Context: an optimization exercise on an open-source flow, tuned for small area, a short achievable clock period and few clock cycles. The choices shown serve that exercise and are no tape-out recipe.
Only simulation tests tie the RTL to the original design; equivalence was not proved.
Power is estimated from default activity; no workload was simulated.

Design timed_task_dispatcher_unit, start of the top module:
module timed_task_dispatcher_unit #(
    parameter int TASK_SLOTS = tdu_pkg::TASK_SLOTS_DEF
) (
    input  logic                        i_clk,
    input  logic                        i_rst_n,
    input  logic                        i_in_valid,
    output logic                        o_in_ready,
    input  logic [113:0]                i_in_data,
    output logic                        o_out_valid,
    input  logic                        i_out_ready,
    output logic [43:0]                 o_out_data,
    input  logic                        psel,
    input  logic                        penable,
    input  logic                        pwrite,
    input  logic [tdu_pkg::PADDR_W-1:0] paddr,
    input  logic [31:0]                 pwdata,
    output logic [31:0]                 prdata,
    output logic                        pready
);
clock: 10.0 ns
lec_check: 0
cap_margin: 20
core_margin: 2
core_utilization: 55
setup_slack_margin: 2.0
slew_margin: 30
run.sh (not shown) runs the stock make flow with config.mk's settings and CLKGATE_MAP_FILE= SYNTH_SCRIPT=/design/flow/synth_recipe.tcl, a recipe that flattens the netlist after the stock synthesis.
Testbench counts at the start, summed over its fixed seeds: cycles 26,332.
Then changed:
--- a/flow/design.v
+++ b/flow/design.v
@@ -207,18 +207,17 @@
     logic [1:0][3:0]      dv_lid_q;
     logic [1:0][3:0]      dv_idx_q;
     logic                 a_v_q;
     logic [31:0]          a_q_q;
     logic [9:0]           a_band_q;
     logic [3:0]           a_lid_q;
     logic [3:0]           a_idx_q;
     logic [NS-1:0]        nd_c_q;
-    logic [5:0]           nd_ph_q;     
-    logic [NS-1:0]        nd_win_q;    
+    logic [4:0]           nd_ph_q;     
     logic                 nd_v_q;
     logic                 out_v_q;
     logic [43:0]          out_q;
     logic                 pend_q;      
     logic                 pend_acc_q;
     logic                 out_free;
     logic [NS-1:0]        dm;          
     logic [NS-1:0]        wr;          
@@ -248,17 +247,17 @@
             if (disp_q[p]) lid_clr[lid_q[p]] = 1'b1;
         end
     end
     logic [NS-1:0] rd_sel;
     logic [31:0]   rd_due, rd_ivl;
     logic [7:0]    rd_pri;
     logic [3:0]    rd_lid;
     logic          rd_rep;
-    assign rd_sel = l1_oh_q | nd_win_q;      
+    assign rd_sel = (todo_q != '0) ? l1_oh_q : lowest(nd_c_q);
     always_comb begin
         rd_due = '0; rd_ivl = '0; rd_pri = '0; rd_lid = '0; rd_rep = 1'b0;
         for (int p = 0; p < NS; p++) begin
             if (rd_sel[p]) begin
                 rd_due = rd_due | due_q[p];
                 rd_ivl = rd_ivl | ivl_q[p];
                 rd_pri = rd_pri | pri_q[p];
                 rd_lid = rd_lid | lid_q[p];
@@ -475,18 +474,17 @@
         if (tick_fire) begin
             disp_q    <= dm;
             l1_oh_q   <= lowest(dm);
             done_q    <= '0;
             nrk_q     <= '0;
             sent_q    <= '0;
             m_q       <= '0;
             nd_v_q    <= 1'b0;
-            nd_ph_q   <= 6'b000001;
-            nd_win_q  <= '0;
+            nd_ph_q   <= 5'b00001;
         end else if (l1_fire) begin
             l1_oh_q   <= lowest(todo_q & ~l1_oh_q);
         end
         if (l1_fire) begin
             l1_e_q    <= l1_e;
             l1_band_q <= rd_band;
             l1_lid_q  <= rd_lid;
             l1_idx_q  <= enc(l1_oh_q);
@@ -531,22 +529,19 @@
                     if (p < j && 4'(j) == a_idx_q && done_q[p]) beat_q[p][j] <= gt[p];
                     if (p < j && 4'(p) == a_idx_q && done_q[j]) beat_q[p][j] <= !gt[j];
                 end
             end
             nrk_q <= nrk_q + 5'd1;
         end
         if (beat_go) sent_q <= sent_q | bsel;
         if (nd_run) begin
-            if (!nd_ph_q[5]) nd_c_q <= nd_c_n;
-            nd_ph_q   <= {nd_ph_q[4:0], 1'b0};
-            if (nd_ph_q[5]) begin
-                nd_win_q <= lowest(nd_c_q);
-                nd_v_q   <= 1'b1;
-            end
+            nd_c_q    <= nd_c_n;
+            nd_ph_q   <= {nd_ph_q[3:0], 1'b0};
+            if (nd_ph_q[4]) nd_v_q <= 1'b1;
         end
         if (beat_go) m_q <= m_q + 4'd1;
         if (push)    out_q <= push_d;
     end
     assign o_in_ready  = (st_q == S_IDLE) && !pend_q;
     assign o_out_valid = out_v_q;
     assign o_out_data  = out_q;
     assign pready      = 1'b1;
Effect: Routed wire length fell by 7.2%; count of clock-buffer cells in the layout goes down by 18; worst setup slack got worse by 0.25 ns; clock power climbs by about 4%; clock skew came out lower by 0.031 ns; via count drops by 3.0%; die area drops by 1.2%; worst hold slack hardly moves.
Testbench counts after the change, summed over its fixed seeds: cycles 25,982.

afterwards: timing with drivers on the ports:
In the flow no input, the clock included, has a driving cell. The finished layouts below were timed again as built, in two steps. Step 1 assumes that a clkbuf_16 drives the clock port and a buf_2 every other input. Step 2 also shifts input and output timing later by t, the mid clock arrival at the registers, as if the neighbouring blocks saw the same clock. Three values: no drivers, after step 1, after step 2; two values: the first two.
run | t, ns | setup slack, ns | worst hold slack (ns) | worst data-port slew with drivers (ns)
the first run | 1.044 | 2.036 / 2.036 / 1.091 | 0.464 / 0.464 / 0.464 | 0.52
the second run | 1.016 | 1.790 / 1.790 / 1.060 | 0.461 / 0.461 / 0.461 | 0.22
After both steps setup and hold are still met in every run listed. For the first run, which loses most, drivers alone change the setup slack by 0.000 ns; drivers and shift together by -0.945 ns.
